Context: an optimization exercise on an open-source flow, tuned for small area. The choices shown serve that exercise and are no tape-out recipe.
Function was checked by simulation only, so behaviour that the tests miss may differ from the original.
The clock cells of runs 2 to 6 come from the design's own scripts or RTL, not from TritonCTS.
The flow treats the clock pin as an ideal source. Dropping or thinning the clock tree relies on that and would not hold on a real chip.
Power is estimated from default activity; no workload was simulated.

[design/flow/flow/run.sh]
#!/bin/bash
# Standard layout, with: the combinational logic resynthesized for area after
# synthesis, single-size port buffers, and a clock tree without dummy loads.
set -o pipefail
W=$(pwd)
export BUFFER_PORTS_ARGS="-buffer_cell sky130_fd_sc_hd__buf_1"
export CTS_ARGS="-sink_clustering_enable -repair_clock_nets -dont_use_dummy_load -buf_list sky130_fd_sc_hd__clkbuf_4 -root_buf sky130_fd_sc_hd__clkbuf_8"
export RMP_LIB=$W/rmp.lib
export RMP_DIR=$W/rmp
export POST_SYNTH_TCL=$W/flow/post_synth.tcl
export POST_CTS_TCL=$W/flow/post_cts.tcl
python3 $W/flow/filter_lib.py $FLOW_HOME/platforms/sky130hd/lib/sky130_fd_sc_hd__tt_025C_1v80.lib $RMP_LIB > $W/filter_lib.log 2>&1 || exit 1
bash $W/standard.sh "$@" > $W/standard.log 2>&1
[design/flow/config.mk]
export PLATFORM = sky130hd
export DESIGN_NAME = mii_arp_top
export DESIGN_NICKNAME = mii_arp_top
export VERILOG_FILES = /design/flow/design.v
export SDC_FILE = /design/flow/constraint.sdc
export NUM_CORES = 4
export LEC_CHECK = 0
export ABC_AREA = 1
export CAP_MARGIN = 20
export CORE_MARGIN = 2
export CORE_UTILIZATION = 40
export SLEW_MARGIN = 20
[design/flow/flow/filter_lib.py]
# Copy a liberty file without the cells the platform marks don't-use, so that
# the resynthesis in post_synth.tcl cannot pick them.
import re
import sys

src, dst = sys.argv[1], sys.argv[2]
dont_use = re.compile(r'sky130_fd_sc_hd__(probe|lpflow_)')
text = open(src).read()
out = []
pos = 0
for m in re.finditer(r'\n\s*cell\s*\(\s*"?([\w]+)"?\s*\)\s*\{', text):
    if m.start() < pos:
        continue
    if not dont_use.match(m.group(1)):
        continue
    depth = 0
    i = m.end() - 1
    while True:
        c = text[i]
        if c == '{':
            depth += 1
        elif c == '}':
            depth -= 1
            if depth == 0:
                break
        i += 1
    out.append(text[pos:m.start()])
    pos = i + 1
    print('dropped', m.group(1))
out.append(text[pos:])
open(dst, 'w').write(''.join(out))
[design/flow/flow/post_synth.tcl]
# Resynthesize the combinational logic for area; registers are left as they are.
report_design_area
file mkdir $::env(RMP_DIR)
for {set pass 0} {$pass < 2} {incr pass} {
  restructure -target area -liberty_file $::env(RMP_LIB) \
    -tielo_port sky130_fd_sc_hd__conb_1/LO -tiehi_port sky130_fd_sc_hd__conb_1/HI \
    -work_dir $::env(RMP_DIR) -abc_logfile $::env(RMP_DIR)/abc_$pass.log
  report_design_area
}
[design/flow/standard.sh]
#!/bin/bash
# synth_recipe.tcl (not shown) runs the flow's synth.tcl, then flattens the netlist and writes it again
# the make line also repeats each setting of config.mk as NAME=value (left out here)
make -C /OpenROAD-flow-scripts/flow DESIGN_CONFIG=/design/flow/config.mk WORK_HOME=/design/flow/orfs CLKGATE_MAP_FILE= SYNTH_SCRIPT=/design/flow/synth_recipe.tcl "${@:-finish}"
[design/flow/design.v]
module mii_arp_top (
    input  logic       i_sys_clk,
    input  logic       i_nreset,
    input  logic       i_rx_enable,
    input  logic       i_rx_dv,
    input  logic [3:0] i_rx_data,
    output logic       o_tx_valid,
    output logic [7:0] o_tx_data
);
    localparam int V = 13;
    localparam int R_PRE_END = V + 15;     
    localparam int R_SND0    = V + 60;     
    localparam int R_SND_END = V + 79;     
    localparam int R_BLOCK   = V + 32;     
    localparam int R_ET_HI   = V + 40;     
    localparam int R_ET_LO   = V + 42;     
    localparam int R_SAT     = V + 127;    
    localparam int T_FREE = V + 5;         
    localparam int T_PRE  = V + 107;       
    localparam int T_LIT  = V + 115;       
    localparam int T_SND  = V + 147;       
    localparam int T_DONE = V + 157;       
    logic       last_dv;
    logic       acc;       
    logic       busy;      
    logic       arp;       
    logic [7:0] cnt;
    logic [3:0] low_nib;
    logic [7:0] pre_q [8];    
    logic [7:0] snd_q [10];   
    logic [3:0] ofs;
    logic       start_acc;
    logic       frame_end;
    logic       wr;
    logic [7:0] rx_byte;
    logic       wr_pre;
    logic       wr_snd;
    logic       wr_snd0;
    logic       kick;
    logic       rot;
    logic       shift_snd;
    logic [7:0] lit;
    assign start_acc = i_rx_dv && !last_dv && i_rx_enable && !busy;
    assign frame_end = acc && !i_rx_dv;
    assign wr        = acc && i_rx_dv && (cnt[0] == V[0]);
    assign rx_byte   = {i_rx_data, low_nib};
    assign wr_pre    = wr && cnt < 8'(R_PRE_END);
    assign wr_snd    = wr && cnt >= 8'(R_SND0) && cnt < 8'(R_SND_END);
    assign wr_snd0   = wr && cnt == 8'(R_SND0);
    assign kick      = busy && cnt == 8'(T_SND);
    assign rot       = ofs != 4'd0 && !(acc && cnt >= 8'(R_BLOCK));
    assign shift_snd = wr_snd || kick || rot;
    always_ff @(posedge i_sys_clk) begin
        low_nib <= i_rx_data;
        if (wr_pre || (busy && cnt >= 8'(T_PRE))) begin
            for (int k = 0; k < 7; k++) pre_q[k] <= pre_q[k+1];
            pre_q[7] <= rx_byte;
        end
        if (shift_snd) begin
            for (int k = 0; k < 9; k++) snd_q[k] <= snd_q[k+1];
            snd_q[9] <= wr_snd ? rx_byte : snd_q[0];
            if (wr_snd0 || kick) begin
                ofs <= 4'd1;
            end else begin
                ofs <= (ofs == 4'd9) ? 4'd0 : ofs + 4'd1;
            end
        end
        if (start_acc) begin
            arp <= 1'b1;
        end else if (wr && cnt == 8'(R_ET_HI)) begin
            arp <= arp && rx_byte == 8'h08;
        end else if (wr && cnt == 8'(R_ET_LO)) begin
            arp <= arp && rx_byte == 8'h06;
        end else if (frame_end) begin
            arp <= arp && cnt > 8'(R_ET_LO);
        end
        if (start_acc || frame_end) begin
            cnt <= 8'(V);
        end else if (busy || cnt < 8'(R_SAT)) begin
            cnt <= cnt + 8'd1;
        end
    end
    always_ff @(posedge i_sys_clk) begin
        if (!i_nreset) begin
            last_dv <= 1'b0;
            acc     <= 1'b0;
            busy    <= 1'b0;
        end else begin
            last_dv <= i_rx_dv;
            acc     <= start_acc || (acc && i_rx_dv);
            if (frame_end) begin
                busy <= 1'b1;
            end else if ((cnt == 8'(T_FREE) && !arp) || cnt == 8'(T_DONE)) begin
                busy <= 1'b0;
            end
        end
    end
    localparam logic [255:0] LIT_BYTES = {
        48'hffff_ffff_ffff,
        48'h1234_5678_9abc,
        16'h0806,
        64'h0001_0800_0604_0002,
        48'h1234_5678_9abc,
        32'h0a45_452a
    };
    function automatic logic [7:0] lit_at(input logic [4:0] a);
        logic [4:0] j;
        j = a - 5'(T_LIT);
        lit_at = LIT_BYTES[8'd255 - {j, 3'b000} -: 8];
    endfunction
    always_comb begin
        lit = 8'h00;
        for (int a = 0; a < 32; a++) begin
            if (cnt[4:0] == 5'(a)) lit = lit_at(5'(a));
        end
    end
    assign o_tx_valid = busy && arp && cnt >= 8'(T_PRE) && cnt != 8'(T_DONE);
    assign o_tx_data  = (cnt < 8'(T_LIT)) ? pre_q[0] : (cnt < 8'(T_SND)) ? lit : snd_q[0];
endmodule
[design/flow/constraint.sdc]
create_clock -name core_clock -period 6.0 [get_ports {i_sys_clk}]
set_input_delay 1.2000 -clock core_clock [delete_from_list [all_inputs] [get_ports {i_sys_clk}]]
set_output_delay 1.2000 -clock core_clock [all_outputs]
set_load 0.01 [all_outputs]
[design/flow/flow/post_cts.tcl]
# Upsize the clock tree's leaf buffers whose flip-flops would see a slow clock edge.
estimate_parasitics -placement
set upsized 0
foreach inst [get_cells -filter "ref_name == sky130_fd_sc_hd__clkbuf_4"] {
  set name [get_full_name $inst]
  set net [get_nets -of_objects [get_pins $name/X]]
  set worst 0
  foreach p [get_pins -of_objects $net -filter "direction==input"] {
    foreach e {rise fall} {
      set s [get_property $p slew_max_$e]
      if {$s > $worst} { set worst $s }
    }
  }
  puts "clock buffer $name worst sink slew $worst"
  if {$worst > 0.112} {
    replace_cell $inst sky130_fd_sc_hd__clkbuf_8
    incr upsized
  }
}
puts "upsized $upsized clock buffers"
if {$upsized} {
  detailed_placement
  check_placement -verbose
}
==> flow_summary_export.csv, run 1 <==
group,metric,value,unit
drt,wirelength,8930,um
global_routing,grt_pass1_wl,14200,um
place,placed_area,0.00594,sq mm
place,dpl_worst_slack,2.32,ns
floorplan,rows,43,
hold_path,min_to,"snd_q[1][5]",
setup_path,crit_buf_inv,2,
drt,drt-vias-per-instance,5.20,
cts,insertion_delay,0.42,ns
global_routing,grt.total_usage,13.1,%
cells_and_area,nets,364,
hold_path,hold_depth,0,
cts,path_clk_slew,0.08,ns
setup_path,cp-start-kind,"register",
cells_and_area,multi_input_area,773,sq um
global_routing,grt_max_degree,85,
global_routing,grt_use_met1,18.1,%
floorplan,fp.coreArea,0.0138,sq mm
floorplan,die_w,122,um
global_routing,grt_pass1_vias,2649,
setup_path,r2r_setup_slack,2.58,ns
sta,report.final.hold_viol_count,0,
setup_path,crit_required,4.80,ns
setup_path,cpMostUsedCell,"o22a_1",
sta,rsz0062_at_grt,"no",
setup_path,max_stage_delay,0.60,ns
drt,num_vias,2776,
sta,setup_tns,0,ns
synthesis,synthesis.nets,326,
cts,cts_tree,"built",
drt,postRouteAntennaNets,0,
job,maxCapViolations,0,
setup_path,crit_family,"simple AND/OR/NAND/NOR gates",
sta,finClkSkew,0.0251,ns
global_routing,grt_use_met3,3.95,%
floorplan,dieArea,0.0150,sq mm
drt,drc,0,
sta,max_freq,248,MHz
pwr,powerDensity,456,mW/mm^2
setup_path,cp_max_fo,11,
cells_and_area,drive_gt1_share,6.21,%
synthesis,syn_avg_cell_area,17.6,sq um
synthesis,synth_warnings,3,
place,gp_congestion,0.873,
pwr,power_leakage,2.00,nW
hold_path,hold_path.class,"register to register",
cells_and_area,fillers,1203,
drt,wire_per_inst,16.7,um
global_routing,grt-busiest-layer,"met1",
cts,clock_sinks,164,
cells_and_area,area.sequential,0.00476,sq mm
floorplan,floorplan.initialDensity,40.7,%
global_routing,antenna_found_initial,0,
cells_and_area,fin_area,0.00613,sq mm
synthesis,syn_area,0.00561,sq mm
setup_path,reg2reg_from,"cnt[5]",
setup_path,crit_type,"register to output port",
pwr,peakVddDrop,212,uV
place,place_inst,517,
place,portBuffers,16,
cells_and_area,n_antenna_cell,0,
drt,drt-pass1-iter-count,4,
setup_path,rr_endpoint,"cnt[7]",
sta,fin_ws,1.97,ns
setup_path,path_cells,"clkinv_1 -> nor2_1 -> nand2_1 -> o22ai_1 -> o22a_1 -> o22a_1 -> buf_1",
global_routing,grt-ovfl-total,0,
cells_and_area,final_cells,534,
sta,slew_viol_final,0,
setup_path,crit_slowest_cell,"nor2_1",
setup_path,cp-end-kind,"output port",
floorplan,die_h,122,um
setup_path,ff2ff_path_depth,11,
sta,setup_viol,0,
status,status,"complete, no violations",
cells_and_area,area_growth,9.32,%
setup_path,worst_ep_arrival_time,2.83,ns
sta,worstMarginPinSlew,1.00,ns
sta,slew_headroom,33.2,%
sta,min_period_over_period,67.2,%
sta,min_period,4.03,ns
hold_path,min-delay-start,"snd_q[2][5]",
place,hpwl,5830,um
global_routing,use_met2,18.0,%
floorplan,ios,17,
synthesis,syn_inst,318,
drt,drtIter0Drc,374,
## metrics by stage
step	total power [mW]	util (%)	hold slack [ns]
2_1_floorplan	2.15	-	0.400
3_3_place_gp	2.30	43.2	0.401
3_5_place_dp	2.31	43.2	0.405
5_1_grt	2.96	44.5	0.403
6_report	2.79	44.5	0.399
## sequential cells by signal (all words and copies together) (netlist names)
signal,flops
acc,1
arp,1
busy,1
cnt,8
last_dv,1
low_nib,4
ofs,4
pre_q,64
snd_q,80
## worst max-delay path by stage
stage                   end     from  slack [ns]  depth (start not counted)
5_1_grt        o_tx_data[3]   cnt[2]        1.69                          7
3_5_place_dp    snd_q[7][5]  i_rx_dv        2.32                         11
6_report       o_tx_data[5]   cnt[2]        1.97                          7
3_3_place_gp    snd_q[9][5]  i_rx_dv        2.36                         11
2_1_floorplan        ofs[0]  i_rx_dv        0.30                          8
## layout make-up
class | instances | area share, %
Clock buffer | 17 | 3.10
Inverter | 26 | 1.59
Sequential cell | 164 | 77.7
Multi-Input combinational cell | 128 | 12.6
Timing Repair Buffer | 19 | 1.35
Tap cell | 180 | 3.67
## where the power goes
part | total, mW | internal [mW] | leakage, nW | switching (mW)
clock network | 0.506 | 0.202 | 0.104 | 0.304
registers | 1.87 | 1.72 | 1.59 | 0.150
logic | 0.422 | 0.137 | 0.303 | 0.286
total | 2.79 | 2.05 | 2.00 | 0.740
## cells in the final DEF (no fill, tap or decap), types with 2 or more instances in the layout
master,count
edfxtp_1,148
clkinv_1,26
nor2_1,25
dfxtp_1,16
buf_1,16
o21ai_0,16
nand2_1,13
clkbuf_8,10
nor4_1,10
a22o_1,8
clkbuf_4,7
a21oi_1,7
nor3_1,6
o21a_1,5
a31oi_1,4
o22ai_1,4
buf_4,3
o221ai_1,3
a211oi_1,2
a2bb2oi_1,2
nor2b_1,2
o22a_1,2
o41ai_1,2
## per-layer routing
metal	vias up	share of wire, %
met1	1352	48
li1	1319	-
met3	26	4.9
met4	0	3.8
met5	-	0
met2	79	44
==> run 2, diff against run 1 <==
--- a/design/flow/flow/run.sh
+++ b/design/flow/flow/run.sh
@@ -9,5 +9,7 @@
 export RMP_DIR=$W/rmp
 export POST_SYNTH_TCL=$W/flow/post_synth.tcl
 export POST_CTS_TCL=$W/flow/post_cts.tcl
+export CLK_LEAF_CELL=sky130_fd_sc_hd__clkbuf_8
+export CLK_GROUP_MAX=17
 python3 $W/flow/filter_lib.py $FLOW_HOME/platforms/sky130hd/lib/sky130_fd_sc_hd__tt_025C_1v80.lib $RMP_LIB > $W/filter_lib.log 2>&1 || exit 1
 bash $W/standard.sh "$@" > $W/standard.log 2>&1
==> design/flow/flow/post_cts.tcl (replaced) <==
# Rebuild the clock tree's leaf level: the flip-flops are split into compact
# groups of about the same size by recursive bisection, each group is driven
# by one buffer next to its centre, and every group buffer hangs off the tree's
# root buffer, so each flip-flop sees root buffer, wire, one group buffer.
set leaf_cell $::env(CLK_LEAF_CELL)
set group_max $::env(CLK_GROUP_MAX)
set block [ord::get_db_block]
set db [ord::get_db]

# the root buffer that CTS placed on the clock port's net
set root [$block findInst clkbuf_0_i_sys_clk]
set root_net [[$root findITerm X] getNet]

# every flip-flop clock pin
set sinks {}
foreach pin [all_registers -clock_pins] {
  set it [sta::sta_to_db_pin $pin]
  set inst [$it getInst]
  set box [$inst getBBox]
  lappend sinks [list [expr {([$box xMin] + [$box xMax]) / 2}] [expr {([$box yMin] + [$box yMax]) / 2}] $it]
}
puts "clock sinks: [llength $sinks]"

# remove the leaf buffers CTS made, and their nets
foreach it [$root_net getITerms] {
  set inst [$it getInst]
  if {$inst eq $root} { continue }
  set out [[$inst findITerm X] getNet]
  foreach s [$out getITerms] { $s disconnect }
  $it disconnect
  odb::dbInst_destroy $inst
  odb::dbNet_destroy $out
}

proc bisect {items nmax} {
  if {[llength $items] <= $nmax} { return [list $items] }
  set xs [lsort -integer [lmap s $items {lindex $s 0}]]
  set ys [lsort -integer [lmap s $items {lindex $s 1}]]
  set dx [expr {[lindex $xs end] - [lindex $xs 0]}]
  set dy [expr {[lindex $ys end] - [lindex $ys 0]}]
  set k [expr {$dx >= $dy ? 0 : 1}]
  set sorted [lsort -integer -index $k $items]
  set n [llength $sorted]
  # split so both halves need the same number of groups
  set groups [expr {int(ceil(double($n) / $nmax))}]
  set left [expr {int(round(double($n) * ($groups / 2) / $groups))}]
  if {$left < 1} { set left [expr {$n / 2}] }
  return [concat [bisect [lrange $sorted 0 [expr {$left - 1}]] $nmax] \
                 [bisect [lrange $sorted $left end] $nmax]]
}

set master [$db findMaster $leaf_cell]
set g 0
foreach grp [bisect $sinks $group_max] {
  set sx 0; set sy 0
  foreach s $grp { incr sx [lindex $s 0]; incr sy [lindex $s 1] }
  set cx [expr {$sx / [llength $grp]}]
  set cy [expr {$sy / [llength $grp]}]
  set inst [odb::dbInst_create $block $master "clkleaf_$g"]
  $inst setLocation $cx $cy
  $inst setPlacementStatus PLACED
  set net [odb::dbNet_create $block "clkleafnet_$g"]
  $net setSigType CLOCK
  [$inst findITerm A] connect $root_net
  [$inst findITerm X] connect $net
  foreach s $grp { [lindex $s 2] connect $net }
  puts "clock group $g: [llength $grp] flip-flops at $cx $cy"
  incr g
}
puts "clock groups: $g"
detailed_placement
check_placement -verbose
estimate_parasitics -placement
set worst 0
foreach p [all_registers -clock_pins] {
  foreach e {rise fall} {
    set s [get_property $p slew_max_$e]
    if {$s > $worst} { set worst $s }
  }
}
puts "worst flip-flop clock slew estimate: $worst"
report_worst_slack -max
report_worst_slack -min
==> run 2 against run 1 <==
Synthesized cell count is the same. Cell count shrank 1.1%. Hold slack gained 0.013 ns. Largest cell class unchanged. Area after synthesis is the same. First-iteration DRC count shrank 1.1%. Global-route usage shrank 0.13 points. Critical path type unchanged. Clock skew shrank 0.010 ns. Worst setup slack lost 0.013 ns. Critical endpoint unchanged. Combinational power is essentially flat. Via count shrank 1.7%.
==> flow_summary_export.csv, run 2 <==
group,metric,value,unit
status,status,"complete, no violations",
sta,min_period,4.05,ns
cells_and_area,area.sequential,0.00476,sq mm
drt,drt-pass1-iter-count,4,
setup_path,crit_start,"cnt[2]",
cells_and_area,final_cells,528,
setup_path,cp-start-kind,"register",
cells_and_area,area_growth,8.63,%
job,maxCapViolations,0,
floorplan,floorplan.initialDensity,40.7,%
pwr,powerDensity,451,mW/mm^2
sta,slew_headroom,32.6,%
sta,setup_viol,0,
sta,rsz0062_at_grt,"no",
setup_path,crit_type,"register to output port",
setup_path,cp_max_fo,11,
sta,min_period_over_period,67.4,%
setup_path,worst_ep_arrival_time,2.85,ns
cells_and_area,n_antenna_cell,0,
cells_and_area,final_cell_mix,"148 x edfxtp_1, 26 x clkinv_1, 25 x nor2_1",
sta,report.final.hold_viol_count,0,
setup_path,r2r_setup_slack,2.54,ns
synthesis,syn_inst,318,
cts,path_clk_slew,0.10,ns
floorplan,die_h,122,um
sta,worstMarginPinSlew,1.01,ns
cells_and_area,top_regs,"snd_q x80, pre_q x64, cnt x8",
global_routing,grt_pass1_vias,2603,
cells_and_area,multi_input_area,773,sq um
drt,postRouteAntennaNets,0,
drt,drtIter0Drc,370,
setup_path,reg2reg_from,"cnt[5]",
cells_and_area,nets,358,
hold_path,min-delay-start,"snd_q[2][2]",
synthesis,synth_warnings,3,
setup_path,crit_required,4.80,ns
sta,finClkSkew,0.0149,ns
drt,num_vias,2730,
global_routing,antenna_found_initial,0,
synthesis,synthesis.nets,326,
global_routing,grt_pass1_wl,13800,um
place,gp_congestion,0.873,
cts,insertion_delay,0.41,ns
synthesis,syn_area,0.00561,sq mm
drt,drt-vias-per-instance,5.17,
cells_and_area,regMostFlops,"snd_q",
synthesis,syn_avg_cell_area,17.6,sq um
sta,setup_tns,0,ns
place,dpl_worst_slack,2.32,ns
setup_path,cp-end-kind,"output port",
pwr,p_total,2.75,mW
cells_and_area,layout_commonest_cell,"edfxtp_1",
pwr,peakVddDrop,210,uV
cells_and_area,largest_reg_flops,80,
place,hpwl,5830,um
place,place_inst,517,
global_routing,grt-ovfl-total,0,
place,portBuffers,16,
floorplan,dieArea,0.0150,sq mm
sta,slew_viol_final,0,
pwr,power_leakage,1.97,nW
sta,max_freq,247,MHz
global_routing,grt_max_degree,85,
drt,wirelength,8900,um
cts,clock_sinks,164,
cells_and_area,drive_gt1_share,4.60,%
floorplan,die_w,122,um
hold_path,hold_path.class,"register to register",
floorplan,rows,43,
floorplan,ios,17,
drt,drc,0,
drt,wire_per_inst,16.9,um
cells_and_area,fillers,1204,
floorplan,fp.coreArea,0.0138,sq mm
sta,fin_ws,1.95,ns
global_routing,grt.total_usage,12.9,%
## run 2: report_power, final
part / internal, mW / total [mW] / switching, mW
clock: 0.165 / 0.461 / 0.296
sequential: 1.71 / 1.86 / 0.150
combinational: 0.137 / 0.423 / 0.286
## run 2: routing by layer
metal	up-vias	track usage [%]	wire, um
li1	1301	-	-
met1	1348	17.6	4260
met2	55	18.1	3950
met3	26	3.86	353
met4	0	8.33	331
met5	-	0	0
## run 2: critical path, stage by stage (launching register included)
cell and delay, ns:
dfxtp_1 0.40, clkinv_1 0.24, nor2_1 0.60, nand2_1 0.26, o22ai_1 0.42, o22a_1 0.22
o22a_1 0.13, buf_1 0.17
## run 2: final cells by class, clock buffers not listed
cell class	count	area share, %
plain buffers	10	2.26
inverters	26	1.60
multi-input cells	128	12.7
flip-flops and latches	164	78.2
well taps	180	3.70
repair buffers	19	1.35
## run 2: stage by stage
step	hold WS [ns]	util [%]	area [sq um]
finish	0.412	44.2	6090
global route	0.431	44.2	6090
detailed placement	0.405	43.2	5940
global placement	0.401	43.2	5940
floorplan	0.400	-	5620
## run 2: final timing paths
kind                        to  cells after the start
hold / removal     snd_q[1][2]                      0
setup / recovery  o_tx_data[5]                      7
setup reg to reg        cnt[7]                     11
hold reg to reg    snd_q[1][2]                      0
==> run 3, diff against run 2 <==
--- a/design/flow/flow/run.sh
+++ b/design/flow/flow/run.sh
@@ -10,6 +10,6 @@
 export POST_SYNTH_TCL=$W/flow/post_synth.tcl
 export POST_CTS_TCL=$W/flow/post_cts.tcl
 export CLK_LEAF_CELL=sky130_fd_sc_hd__clkbuf_8
-export CLK_GROUP_MAX=17
+export CLK_GROUP_MAX=19
 python3 $W/flow/filter_lib.py $FLOW_HOME/platforms/sky130hd/lib/sky130_fd_sc_hd__tt_025C_1v80.lib $RMP_LIB > $W/filter_lib.log 2>&1 || exit 1
 bash $W/standard.sh "$@" > $W/standard.log 2>&1
==> run 3 against run 2 <==
First-iteration DRC count up 3.8%. Synthesized cell count unchanged. Die area stayed put. Still clean. Wire length rose by 0.12%. Clock skew grew 0.0061 ns. Largest power group unchanged. Critical path type unchanged. Clock power fell by 3%.
==> flow_summary_export.csv, run 3 <==
group,metric,value,unit
sta,min_period_over_period,67.4,%
place,portBuffers,16,
setup_path,crit_required,4.80,ns
hold_path,min_to,"snd_q[1][2]",
floorplan,die_h,122,um
floorplan,rows,43,
global_routing,grt_max_degree,85,
job,maxCapViolations,0,
floorplan,floorplan.initialDensity,40.7,%
drt,wire_per_inst,16.9,um
setup_path,rr_endpoint,"cnt[7]",
global_routing,grt.total_usage,13.0,%
hold_path,min-delay-start,"snd_q[2][2]",
global_routing,grt-ovfl-total,0,
cts,path_clk_slew,0.12,ns
setup_path,cp_max_fo,11,
cells_and_area,area_growth,8.39,%
pwr,powerDensity,449,mW/mm^2
cells_and_area,regMostFlops,"snd_q",
setup_path,max_stage_delay,0.60,ns
sta,worstMarginPinSlew,0.995,ns
sta,min_period,4.04,ns
synthesis,synth_warnings,3,
cells_and_area,final_cell_mix,"148 x edfxtp_1, 26 x clkinv_1, 25 x nor2_1",
synthesis,syn_avg_cell_area,17.6,sq um
synthesis,syn_area,0.00561,sq mm
synthesis,synthesis.nets,326,
sta,max_freq,247,MHz
cells_and_area,n_antenna_cell,0,
pwr,peakVddDrop,185,uV
drt,drt-vias-per-instance,5.18,
setup_path,ff2ff_path_depth,11,
drt,postRouteAntennaNets,0,
cells_and_area,layout_commonest_cell,"edfxtp_1",
place,gp_congestion,0.873,
global_routing,grt_pass1_wl,13900,um
floorplan,die_w,122,um
cells_and_area,nets,357,
sta,rsz0062_at_grt,"no",
sta,finClkSkew,0.0210,ns
drt,drtIter0Drc,384,
sta,setup_viol,0,
setup_path,reg2reg_from,"cnt[5]",
global_routing,antenna_found_initial,0,
place,hpwl,5830,um
drt,num_vias,2730,
setup_path,cp-start-kind,"register",
cells_and_area,drive_gt1_share,4.32,%
cells_and_area,top_regs,"snd_q x80, pre_q x64, cnt x8",
setup_path,path_cells,"clkinv_1 -> nor2_1 -> nand2_1 -> o22ai_1 -> o22a_1 -> o22a_1 -> buf_1",
floorplan,fp.coreArea,0.0138,sq mm
cts,insertion_delay,0.41,ns
sta,setup_tns,0,ns
drt,drt-pass1-iter-count,4,
sta,report.final.hold_viol_count,0,
setup_path,cp-end-kind,"output port",
global_routing,grt_pass1_vias,2582,
synthesis,syn_inst,318,
sta,slew_viol_final,0,
drt,drc,0,
setup_path,crit_type,"register to output port",
setup_path,r2r_setup_slack,2.55,ns
status,status,"complete, no violations",
setup_path,worst_ep_arrival_time,2.84,ns
setup_path,crit_slowest_cell,"nor2_1",
cells_and_area,largest_reg_flops,80,
floorplan,ios,17,
sta,slew_headroom,33.7,%
setup_path,cpMostUsedCell,"o22a_1",
cts,clock_sinks,164,
hold_path,hold_path.class,"register to register",
cells_and_area,fin_util,44.1,%
hold_path,hold_depth,0,
pwr,power_leakage,1.97,nW
drt,wirelength,8910,um
floorplan,dieArea,0.0150,sq mm
## run 3: final cells by class, clock buffers not listed
type,count,area (sq um)
Fill cell,1204,7690
Sequential cell,164,4760
Multi-Input combinational cell,128,773
Tap cell,180,225
Buffer,9,124
Inverter,26,97.6
Timing Repair Buffer,19,82.6
## run 3: worst max path at each step
| stage | slack [ns] | cells past startpoint | endpoint | start |
|---|---|---|---|---|
| after global placement | 2.36 | 11 | snd_q[9][5] | i_rx_dv |
| after floorplan | 0.30 | 8 | ofs[0] | i_rx_dv |
| final | 1.96 | 7 | o_tx_data[5] | cnt[2] |
| after detailed placement | 2.32 | 11 | snd_q[7][5] | i_rx_dv |
| after global routing | 1.66 | 7 | o_tx_data[3] | cnt[2] |
## run 3: stage by stage
stage / cell area [sq um] / hold slack (ns) / worst slack (ns) / std cells / total power [mW]
floorplan: 5620 / 0.400 / 0.301 / 318 / 2.15
global placement: 5940 / 0.401 / 2.36 / 517 / 2.30
detailed placement: 5940 / 0.405 / 2.32 / 517 / 2.31
global route: 6080 / 0.433 / 1.66 / 527 / 2.88
finish: 6080 / 0.408 / 1.96 / 527 / 2.73
## run 3: report_power, final
group | leakage (nW) | switching [mW] | internal (mW)
registers | 1.59 | 0.149 | 1.71
clock network | 0.0719 | 0.295 | 0.151
logic | 0.303 | 0.285 | 0.137
## run 3: critical path, delay by kind of cell, from the launching register on
family	cells	cell delay, ns
AO/OA/AOI/OAI	3	0.78
buffers and inverters	2	0.40
AND/OR/NAND/NOR	2	0.86
flip-flops	1	0.40
## run 3: metal layers
layer / vias up / track usage [%] / part of all wire [%]
li1: 1294 / - / -
met1: 1342 / 17.7 / 47
met2: 68 / 18.1 / 45
met3: 26 / 4.28 / 4.8
met4: 0 / 7.69 / 3.2
met5: - / 0 / 0
==> run 4, diff against run 3 <==
==> design/flow/flow/run.sh (replaced) <==
#!/bin/bash
# Standard layout, with: the combinational logic of the standard synthesis
# re-mapped for area (flip-flops untouched), single-size port buffers, and a
# clock tree whose leaf level is rebuilt as a few balanced groups.
set -o pipefail
W=$(pwd)
R=$W/orfs/results/sky130hd/mii_arp_top/base
export BUFFER_PORTS_ARGS="-buffer_cell sky130_fd_sc_hd__buf_1"
export CTS_ARGS="-sink_clustering_enable -repair_clock_nets -dont_use_dummy_load -buf_list sky130_fd_sc_hd__clkbuf_4 -root_buf sky130_fd_sc_hd__clkbuf_8"
export RMP_LIB=$W/rmp.lib
export POST_CTS_TCL=$W/flow/post_cts.tcl
export CLK_LEAF_CELL=sky130_fd_sc_hd__clkbuf_8
export CLK_GROUP_MAX=19
python3 $W/flow/filter_lib.py $FLOW_HOME/platforms/sky130hd/lib/sky130_fd_sc_hd__tt_025C_1v80.lib $RMP_LIB > $W/filter_lib.log 2>&1 || exit 1
bash $W/standard.sh synth > $W/standard_synth.log 2>&1 || exit 1
cp $R/1_2_yosys.v $W/standard_synth.v
export REOPT_IN=$W/standard_synth.v REOPT_OUT=$W/reopt.v REOPT_ABC=$W/flow/reopt.abc
$FLOW_HOME/../tools/install/yosys/bin/yosys -c $W/flow/reopt.tcl > $W/reopt.log 2>&1 || exit 1
cp $W/reopt.v $R/1_2_yosys.v
rm -f $R/1_synth.odb
bash $W/standard.sh "$@" > $W/standard.log 2>&1
==> design/flow/flow/reopt.abc (new file) <==
&get -n
&deepsyn -T 20
&put
dch -f
amap
==> design/flow/flow/reopt.tcl (new file) <==
# Re-map the combinational logic of the standard synthesis for area with a
# deeper ABC search. The flip-flops stay as they are: same cells, same names.
set lib $::env(RMP_LIB)
set net $::env(REOPT_IN)
yosys read_liberty -ignore_miss_func $lib
yosys blackbox sky130_fd_sc_hd__edfxtp_1 sky130_fd_sc_hd__dfxtp_1
yosys read_verilog $net
yosys hierarchy -top $::env(FLOW_TOP)
yosys flatten
yosys opt -purge
yosys stat -liberty $lib
yosys abc -liberty $lib -script $::env(REOPT_ABC)
yosys opt_clean -purge
yosys hilomap -singleton -hicell sky130_fd_sc_hd__conb_1 HI -locell sky130_fd_sc_hd__conb_1 LO
yosys splitnets
yosys opt_clean -purge
yosys insbuf -buf sky130_fd_sc_hd__buf_4 A X
yosys stat -liberty $lib
yosys write_verilog -noattr -noexpr -nohex -nodec $::env(REOPT_OUT)
# read the result back against the cell interfaces and check it
yosys design -reset
yosys read_liberty -lib $lib
yosys read_verilog $::env(REOPT_OUT)
yosys hierarchy -check -top $::env(FLOW_TOP)
yosys check -assert
yosys stat -liberty $lib
removed: design/flow/flow/post_synth.tcl
==> run 4 against run 3 <==
Sequential share of layout area increased by 0.54 points. Combinational power shrank 22%. Hold slack improved by 0.012 ns. Clock power about the same. Power shrank 3.0%. Synthesized cell count increased by 0.31%. First-iteration DRC count grew 0.26%. Area after synthesis is 1.2% lower. Via count down 0.95%. Cell count is 0.38% higher. Worst setup slack improved by 0.14 ns. Flip-flop and latch count is the same. Highest routed layer unchanged.
==> flow_summary_export.csv, run 4 <==
group,metric,value,unit
synthesis,syn_avg_cell_area,17.4,sq um
cells_and_area,top_regs,"snd_q x80, pre_q x64, cnt x8",
sta,slew_viol_final,0,
floorplan,die_h,122,um
sta,rsz0062_at_grt,"no",
global_routing,grt-ovfl-total,0,
global_routing,antenna_found_initial,0,
setup_path,cp-end-kind,"output port",
setup_path,r2r_setup_slack,2.82,ns
setup_path,ff2ff_path_depth,9,
sta,min_period_over_period,65.0,%
setup_path,crit_type,"register to output port",
setup_path,worst_ep_arrival_time,2.70,ns
setup_path,cp_max_fo,7,
cells_and_area,n_antenna_cell,0,
global_routing,grt.total_usage,12.9,%
sta,max_freq,256,MHz
cells_and_area,regMostFlops,"snd_q",
synthesis,syn_inst,319,
drt,wirelength,9020,um
place,portBuffers,16,
cells_and_area,nets,359,
cells_and_area,final_cell_mix,"148 x edfxtp_1, 43 x nor2_1, 23 x clkinv_1",
setup_path,reg2reg_from,"cnt[3]",
drt,drt-vias-per-instance,5.11,
sta,hold_ws,0.420,ns
floorplan,ios,17,
sta,worstMarginPinSlew,1.01,ns
place,hpwl,5900,um
floorplan,rows,43,
sta,finClkSkew,0.0159,ns
synthesis,synth_warnings,3,
status,status,"complete, no violations",
pwr,power_leakage,1.98,nW
place,gp_congestion,0.889,
sta,setup_tns,0,ns
floorplan,floorplan.initialDensity,40.4,%
cells_and_area,largest_reg_flops,80,
cts,clock_sinks,164,
drt,postRouteAntennaNets,0,
cells_and_area,fillers,1229,
cells_and_area,final_cells,529,
hold_path,hold_path.class,"register to register",
floorplan,die_w,122,um
setup_path,crit_required,4.80,ns
floorplan,fp.coreArea,0.0137,sq mm
place,place_inst,518,
setup_path,crit_start,"cnt[1]",
sta,min_period,3.90,ns
drt,num_vias,2704,
pwr,powerDensity,439,mW/mm^2
pwr,peakVddDrop,176,uV
cts,insertion_delay,0.41,ns
cts,path_clk_slew,0.11,ns
drt,drt-pass1-iter-count,5,
global_routing,grt_max_degree,85,
synthesis,synthesis.nets,327,
setup_path,rr_endpoint,"snd_q[9][3]",
cells_and_area,layout_commonest_cell,"edfxtp_1",
global_routing,grt_pass1_vias,2513,
drt,drc,0,
floorplan,dieArea,0.0148,sq mm
synthesis,syn_area,0.00554,sq mm
sta,slew_headroom,32.8,%
drt,wire_per_inst,17.1,um
sta,report.final.hold_viol_count,0,
drt,drtIter0Drc,385,
global_routing,grt_pass1_wl,13600,um
job,maxCapViolations,0,
cells_and_area,drive_gt1_share,4.58,%
cells_and_area,area_growth,8.94,%
sta,setup_viol,0,
setup_path,worstSetupEndpoint,"o_tx_data[2]",
setup_path,cp-start-kind,"register",
-- run 4: worst min path at each step --
stage / from / endpoint / slack [ns] / cells past startpoint
final: snd_q[5][4] / snd_q[4][4] / 0.42 / 0
after global routing: snd_q[5][0] / snd_q[4][0] / 0.43 / 0
after detailed placement: pre_q[1][2] / pre_q[0][2] / 0.40 / 0
after global placement: pre_q[3][5] / pre_q[2][5] / 0.40 / 0
after floorplan: pre_q[1][0] / pre_q[0][0] / 0.40 / 0
-- run 4: cell type report, clock buffers not listed --
type | instances | area (sq um) | share of cell area, %
timing repair buffer | 20 | 110 | 1.82
buffer | 9 | 124 | 2.05
inverter | 23 | 86.3 | 1.43
multi-input combinational | 132 | 716 | 11.9
tap | 180 | 225 | 3.73
sequential | 164 | 4760 | 78.9
-- run 4: per-stage QoR --
step / instance area [sq um] / setup WS, ns / total power [mW] / utilization (%)
global placement: 5870 / 2.16 / 2.21 / 42.8
detailed placement: 5870 / 2.11 / 2.22 / 42.8
floorplan: 5540 / 0.0894 / 2.07 / -
finish: 6040 / 2.10 / 2.65 / 44.0
global route: 6040 / 1.83 / 2.78 / 44.0
-- run 4: layer usage --
metal  track usage, %  vias up  routed length, um
li1                 -     1263                  -
met1             17.1     1334               4060
met2             18.8       89               4110
met3             4.12       18                601
met4             7.40        0                250
met5                0        -                  0
-- run 4: power breakdown --
part | switching (mW) | internal, mW | total [mW]
clock | 0.297 | 0.151 | 0.448
combinational | 0.237 | 0.0947 | 0.331
sequential | 0.159 | 1.71 | 1.87
total | 0.692 | 1.96 | 2.65
-- run 4: critical path, stage by stage (launching register included) --
cell and delay [ns]:
dfxtp_1 0.47, clkinv_1 0.25, nor2_1 0.23, clkinv_1 0.11, a211oi_1 0.57, nand2_1 0.20, a211oi_1 0.24, a21oi_1 0.09
buf_1 0.13
==> run 5, diff against run 4 <==
--- a/design/flow/flow/run.sh
+++ b/design/flow/flow/run.sh
@@ -9,6 +9,7 @@
 export CTS_ARGS="-sink_clustering_enable -repair_clock_nets -dont_use_dummy_load -buf_list sky130_fd_sc_hd__clkbuf_4 -root_buf sky130_fd_sc_hd__clkbuf_8"
 export RMP_LIB=$W/rmp.lib
 export POST_CTS_TCL=$W/flow/post_cts.tcl
+export POST_SYNTH_TCL=$W/flow/post_synth.tcl
 export CLK_LEAF_CELL=sky130_fd_sc_hd__clkbuf_8
 export CLK_GROUP_MAX=19
 python3 $W/flow/filter_lib.py $FLOW_HOME/platforms/sky130hd/lib/sky130_fd_sc_hd__tt_025C_1v80.lib $RMP_LIB > $W/filter_lib.log 2>&1 || exit 1
==> design/flow/flow/post_synth.tcl (new file) <==
# Drive the two shift-enable nets (64 and 84 loads) with the strongest size of
# their driving gate, instead of letting repair hang buffer trees on them.
foreach net [get_nets *] {
  set loads [get_pins -of_objects $net -filter "direction==input"]
  if {[llength $loads] < 32 || [llength $loads] > 120} { continue }
  set drv [get_pins -of_objects $net -filter "direction==output"]
  if {[llength $drv] != 1} { continue }
  set inst [get_cells -of_objects $drv]
  set ref [get_property $inst ref_name]
  if {![regexp {^(sky130_fd_sc_hd__\w+)_\d+$} $ref -> base]} { continue }
  foreach size {4 2} {
    set cell [get_lib_cells -quiet */${base}_$size]
    if {[llength $cell]} {
      puts "upsize [get_full_name $inst] $ref -> ${base}_$size ([llength $loads] loads)"
      replace_cell $inst $cell
      break
    }
  }
}
==> run 5 against run 4 <==
First-iteration DRC count grew 0.26%. Combinational power fell by 3%. Die area rose by 0.39%. Clock skew rose by 0.0022 ns. Synthesized cell count is the same. Worst setup slack worse by 0.023 ns. Area after synthesis is 0.41% higher. Critical path type unchanged. Cell count fell by 0.19%. Via count rose by 0.59%. Clock power decreased by 0.9%. Flip-flop and latch count unchanged. Largest cell class unchanged.
==> flow_summary_export.csv, run 5 <==
group,metric,value,unit
status,status,"complete, no violations",
sta,finClkSkew,0.0181,ns
cts,path_clk_slew,0.12,ns
setup_path,cp-start-kind,"register",
place,dpl_worst_slack,1.96,ns
sta,max_freq,255,MHz
cells_and_area,final_cell_mix,"148 x edfxtp_1, 43 x nor2_1, 23 x clkinv_1",
floorplan,fp.coreArea,0.0137,sq mm
sta,setup_tns,0,ns
global_routing,grt_pass1_vias,2572,
setup_path,cp_max_fo,7,
cells_and_area,area_growth,8.00,%
setup_path,crit_required,4.80,ns
setup_path,crit_start,"cnt[1]",
pwr,p_total,2.63,mW
sta,min_period_over_period,65.4,%
pwr,powerDensity,438,mW/mm^2
cells_and_area,fin_util,43.8,%
place,place_inst,518,
global_routing,antenna_found_initial,0,
cells_and_area,n_antenna_cell,0,
floorplan,die_w,122,um
cells_and_area,drive_gt1_share,4.31,%
setup_path,worst_ep_arrival_time,2.72,ns
cells_and_area,nets,358,
global_routing,grt_max_degree,65,
drt,num_vias,2720,
drt,postRouteAntennaNets,0,
place,hpwl,5760,um
synthesis,synthesis.nets,327,
place,placed_area,0.00587,sq mm
synthesis,synth_warnings,3,
place,portBuffers,16,
global_routing,grt_pass1_wl,13800,um
sta,hold_ws,0.411,ns
cells_and_area,largest_reg_flops,80,
synthesis,syn_inst,319,
floorplan,die_h,122,um
global_routing,grt_use_met3,4.40,%
pwr,peakVddDrop,182,uV
hold_path,hold_path.class,"register to register",
floorplan,rows,43,
setup_path,cp-end-kind,"output port",
sta,worstMarginPinSlew,0.903,ns
cells_and_area,regMostFlops,"snd_q",
pwr,power_leakage,1.96,nW
sta,fin_ws,2.08,ns
drt,drtIter0Drc,386,
setup_path,crit_type,"register to output port",
drt,wire_per_inst,16.7,um
synthesis,syn_avg_cell_area,17.5,sq um
global_routing,use_met2,17.5,%
global_routing,grt.total_usage,12.8,%
drt,drc,0,
floorplan,dieArea,0.0149,sq mm
global_routing,grt-busiest-layer,"met1",
job,maxCapViolations,0,
hold_path,min-delay-start,"snd_q[1][3]",
setup_path,reg2reg_from,"cnt[3]",
drt,wirelength,8810,um
sta,slew_headroom,39.2,%
global_routing,grt-ovfl-total,0,
place,gp_congestion,0.927,
synthesis,syn_area,0.00557,sq mm
floorplan,floorplan.initialDensity,40.6,%
floorplan,ios,17,
sta,slew_viol_final,0,
cells_and_area,final_cells,528,
sta,rsz0062_at_grt,"no",
drt,drt-pass1-iter-count,5,
cts,clock_sinks,164,
sta,min_period,3.92,ns
sta,setup_viol,0,
cells_and_area,fin_area,0.00601,sq mm
global_routing,grt_use_met1,18.1,%
drt,drt-vias-per-instance,5.15,
sta,report.final.hold_viol_count,0,
cells_and_area,layout_commonest_cell,"edfxtp_1",
cells_and_area,top_regs,"snd_q x80, pre_q x64, cnt x8",
cts,insertion_delay,0.41,ns
[run 5: worst paths after layout]
check	cells past startpoint	end	slack, ns
hold reg to reg	0	snd_q[0][3]	0.41
setup reg to reg	10	snd_q[1][4]	2.69
hold / removal	0	snd_q[0][3]	0.41
setup / recovery	8	o_tx_data[2]	2.08
[run 5: worst max-delay path: stages (launching register included)]
cell	delay [ns]
dfxtp_1	0.50
clkinv_1	0.27
nor2_1	0.24
clkinv_1	0.13
a211oi_1	0.51
nand2_1	0.19
a211oi_1	0.24
a21oi_1	0.11
buf_1	0.13
[run 5: layer usage]
metal / part of all wire (%) / vias up
met5: 0 / -
met4: 3.2 / 0
met3: 7.1 / 27
met2: 43 / 90
met1: 47 / 1342
li1: - / 1261
[run 5: cell type report, clock buffers not listed]
type	instances	area (sq um)
plain buffers	9	124
fillers	1217	7710
flip-flops and latches	164	4760
well taps	180	225
repair buffers	19	82.6
multi-input cells	132	716
inverters	23	86.3
[run 5: where the power goes]
group          switching [mW]  leakage [nW]  internal (mW)
registers               0.158          1.59           1.71
logic                   0.228         0.300         0.0930
clock network           0.293        0.0719          0.151
total                   0.678          1.96           1.96
==> run 6, diff against run 5 <==
--- a/design/flow/flow/run.sh
+++ b/design/flow/flow/run.sh
@@ -6,7 +6,7 @@
 W=$(pwd)
 R=$W/orfs/results/sky130hd/mii_arp_top/base
 export BUFFER_PORTS_ARGS="-buffer_cell sky130_fd_sc_hd__buf_1"
-export CTS_ARGS="-sink_clustering_enable -repair_clock_nets -dont_use_dummy_load -buf_list sky130_fd_sc_hd__clkbuf_4 -root_buf sky130_fd_sc_hd__clkbuf_8"
+export CTS_ARGS="-sink_clustering_enable -repair_clock_nets -dont_use_dummy_load -buf_list sky130_fd_sc_hd__clkbuf_4 -root_buf sky130_fd_sc_hd__clkbuf_4"
 export RMP_LIB=$W/rmp.lib
 export POST_CTS_TCL=$W/flow/post_cts.tcl
 export POST_SYNTH_TCL=$W/flow/post_synth.tcl
==> design/flow/flow/reopt.abc (replaced) <==
&get -n
&deepsyn -T 20
&put
dch -f
amap
strash
&get -n
&deepsyn -T 20
&put
dch -f
amap
==> run 6 against run 5 <==
Critical path depth grew 3. Register-to-register slack worse by 0.14 ns. Still clean. Critical path type unchanged. Via count down 2.7%.
==> flow_summary_export.csv, run 6 <==
group,metric,value,unit
status,status,"complete, no violations",
setup_path,crit_buf_inv,4,
cells_and_area,regMostFlops,"snd_q",
place,portBuffers,16,
global_routing,grt_max_degree,71,
sta,slew_viol_final,0,
cells_and_area,fin_area,0.00600,sq mm
setup_path,rr_endpoint,"snd_q[8][0]",
cells_and_area,multi_input_area,703,sq um
sta,max_freq,214,MHz
hold_path,hold_path.class,"register to register",
setup_path,crit_required,4.80,ns
synthesis,synth_warnings,3,
setup_path,cp-start-kind,"register",
drt,drt-pass1-iter-count,6,
pwr,p_total,2.62,mW
cells_and_area,fin_util,43.7,%
place,hpwl,5750,um
setup_path,max_stage_delay,0.67,ns
cts,clock_sinks,164,
floorplan,floorplan.initialDensity,40.5,%
cts,insertion_delay,0.49,ns
global_routing,grt_pass1_wl,13900,um
floorplan,rows,43,
cells_and_area,nets,358,
pwr,powerDensity,437,mW/mm^2
setup_path,crit_family,"compound AO/OA/AOI/OAI gates",
drt,drtIter0Drc,319,
synthesis,syn_area,0.00556,sq mm
cells_and_area,drive_gt1_share,4.31,%
synthesis,syn_avg_cell_area,17.4,sq um
floorplan,die_w,122,um
cells_and_area,area.sequential,0.00476,sq mm
sta,rsz0062_at_grt,"no",
cells_and_area,fillers,1224,
setup_path,path_cells,"clkinv_1 -> nor2_1 -> clkinv_1 -> o21ai_0 -> nor2_1 -> o311ai_0 -> clkinv_1 -> o21ai_0 -> nor2_1 -> nor3_1 -> buf_1",
setup_path,reg2reg_from,"cnt[4]",
sta,slew_headroom,43.5,%
hold_path,min-delay-start,"pre_q[4][1]",
setup_path,worst-path-stages,11,
global_routing,grt-ovfl-total,0,
setup_path,cp-end-kind,"output port",
hold_path,hold_depth,0,
sta,finClkSkew,0.00700,ns
hold_path,min_to,"pre_q[3][1]",
place,gp_congestion,0.854,
setup_path,crit_slowest_cell,"o311ai_0",
synthesis,syn_inst,320,
synthesis,synthesis.nets,328,
sta,setup_tns,0,ns
floorplan,die_h,122,um
cells_and_area,layout_commonest_cell,"edfxtp_1",
drt,postRouteAntennaNets,0,
cells_and_area,final_cell_mix,"148 x edfxtp_1, 48 x nor2_1, 26 x clkinv_1",
global_routing,antenna_found_initial,0,
drt,wirelength,8840,um
job,maxCapViolations,0,
floorplan,ios,17,
cells_and_area,top_regs,"snd_q x80, pre_q x64, cnt x8",
sta,report.final.hold_viol_count,0,
global_routing,grt.total_usage,13.0,%
drt,wire_per_inst,16.7,um
drt,drc,0,
global_routing,grt_pass1_vias,2548,
cells_and_area,largest_reg_flops,80,
floorplan,fp.coreArea,0.0137,sq mm
setup_path,crit_type,"register to output port",
sta,worstMarginPinSlew,0.848,ns
setup_path,worst_ep_arrival_time,3.47,ns
setup_path,cp_max_fo,6,
setup_path,r2r_setup_slack,2.55,ns
pwr,power_leakage,1.95,nW
pwr,peakVddDrop,148,uV
cells_and_area,area_growth,7.85,%
place,placed_area,0.00586,sq mm
setup_path,ff2ff_path_depth,10,
drt,num_vias,2646,
cts,path_clk_slew,0.11,ns
floorplan,dieArea,0.0149,sq mm
sta,min_period,4.67,ns
sta,min_period_over_period,77.9,%
sta,setup_viol,0,
cells_and_area,n_antenna_cell,0,
drt,drt-vias-per-instance,5.01,
==> run 6: stage by stage <==
stage / worst slack [ns] / instances / hold WS [ns]
detailed placement: 1.58 / 518 / 0.405
global placement: 1.72 / 518 / 0.400
global route: 0.885 / 528 / 0.429
finish: 1.33 / 528 / 0.422
floorplan: 2.42 / 320 / 0.400
==> run 6: how the worst max path moves through the flow <==
stage,to,from
final,o_tx_data[3],cnt[2]
after global routing,o_tx_data[5],cnt[3]
after detailed placement,snd_q[8][5],i_rx_dv
after global placement,snd_q[9][5],i_rx_dv
after floorplan,o_tx_data[3],cnt[2]
==> run 6: layout make-up, clock buffers not listed <==
type	instances	area share [%]
Buffer	9	2.07
Inverter	26	1.63
Multi-Input combinational cell	130	11.7
Sequential cell	164	79.4
Tap cell	180	3.76
Timing Repair Buffer	18	1.25
==> run 6: routing by layer <==
metal | wire [um] | vias up | GRT usage [%]
met5 | 0 | - | 0
met3 | 450 | 14 | 4.35
met2 | 3910 | 65 | 18.4
met4 | 184 | 0 | 5.53
met1 | 4300 | 1307 | 18.4
li1 | - | 1260 | -
==> run 6: report_power, final <==
group | total [mW] | internal (mW) | switching (mW)
combinational | 0.321 | 0.0922 | 0.229
clock | 0.434 | 0.142 | 0.292
sequential | 1.87 | 1.71 | 0.159
total | 2.62 | 1.94 | 0.680

[what the ideal ports hide]
The results above use ideal ports. As a check the final layouts listed here were re-extracted and re-timed, cells and wires unchanged.
Step 1 (the two cells are an assumption about what drives the block):
set clk [get_ports {i_sys_clk}]
set_driving_cell -lib_cell sky130_fd_sc_hd__clkbuf_16 $clk
set_driving_cell -lib_cell sky130_fd_sc_hd__buf_2 [delete_from_list [all_inputs] $clk]
Step 2, shift: input delay + t, output delay - t, t = (earliest + latest rising clock arrival at the registers) / 2. This alone moves slack from input paths to output paths.
Three values: ideal, step 1, step 2; two values: the first two.
| run | t, ns | slack for setup (ns) | hold WS [ns] |
|---|---|---|---|
| run 1 | 0.440 | 1.966 / 1.932 / 2.308 | 0.399 / 0.399 / 0.399 |
| run 2 | 0.439 | 1.953 / 1.919 / 2.304 | 0.412 / 0.412 / 0.412 |
| run 3 | 0.435 | 1.958 / 1.923 / 2.322 | 0.408 / 0.408 / 0.408 |
| run 4 | 0.435 | 2.098 / 2.066 / 2.101 | 0.420 / 0.420 / 0.420 |
| run 5 | 0.433 | 2.076 / 2.043 / 1.940 | 0.411 / 0.411 / 0.411 |
| run 6 | 0.514 | 1.329 / 1.298 / 1.812 | 0.422 / 0.422 / 0.422 |
After both steps every run listed still meets setup and hold. The setup slack of run 5, which loses most, moves by -0.033 ns with the drivers and by -0.136 ns with both steps.
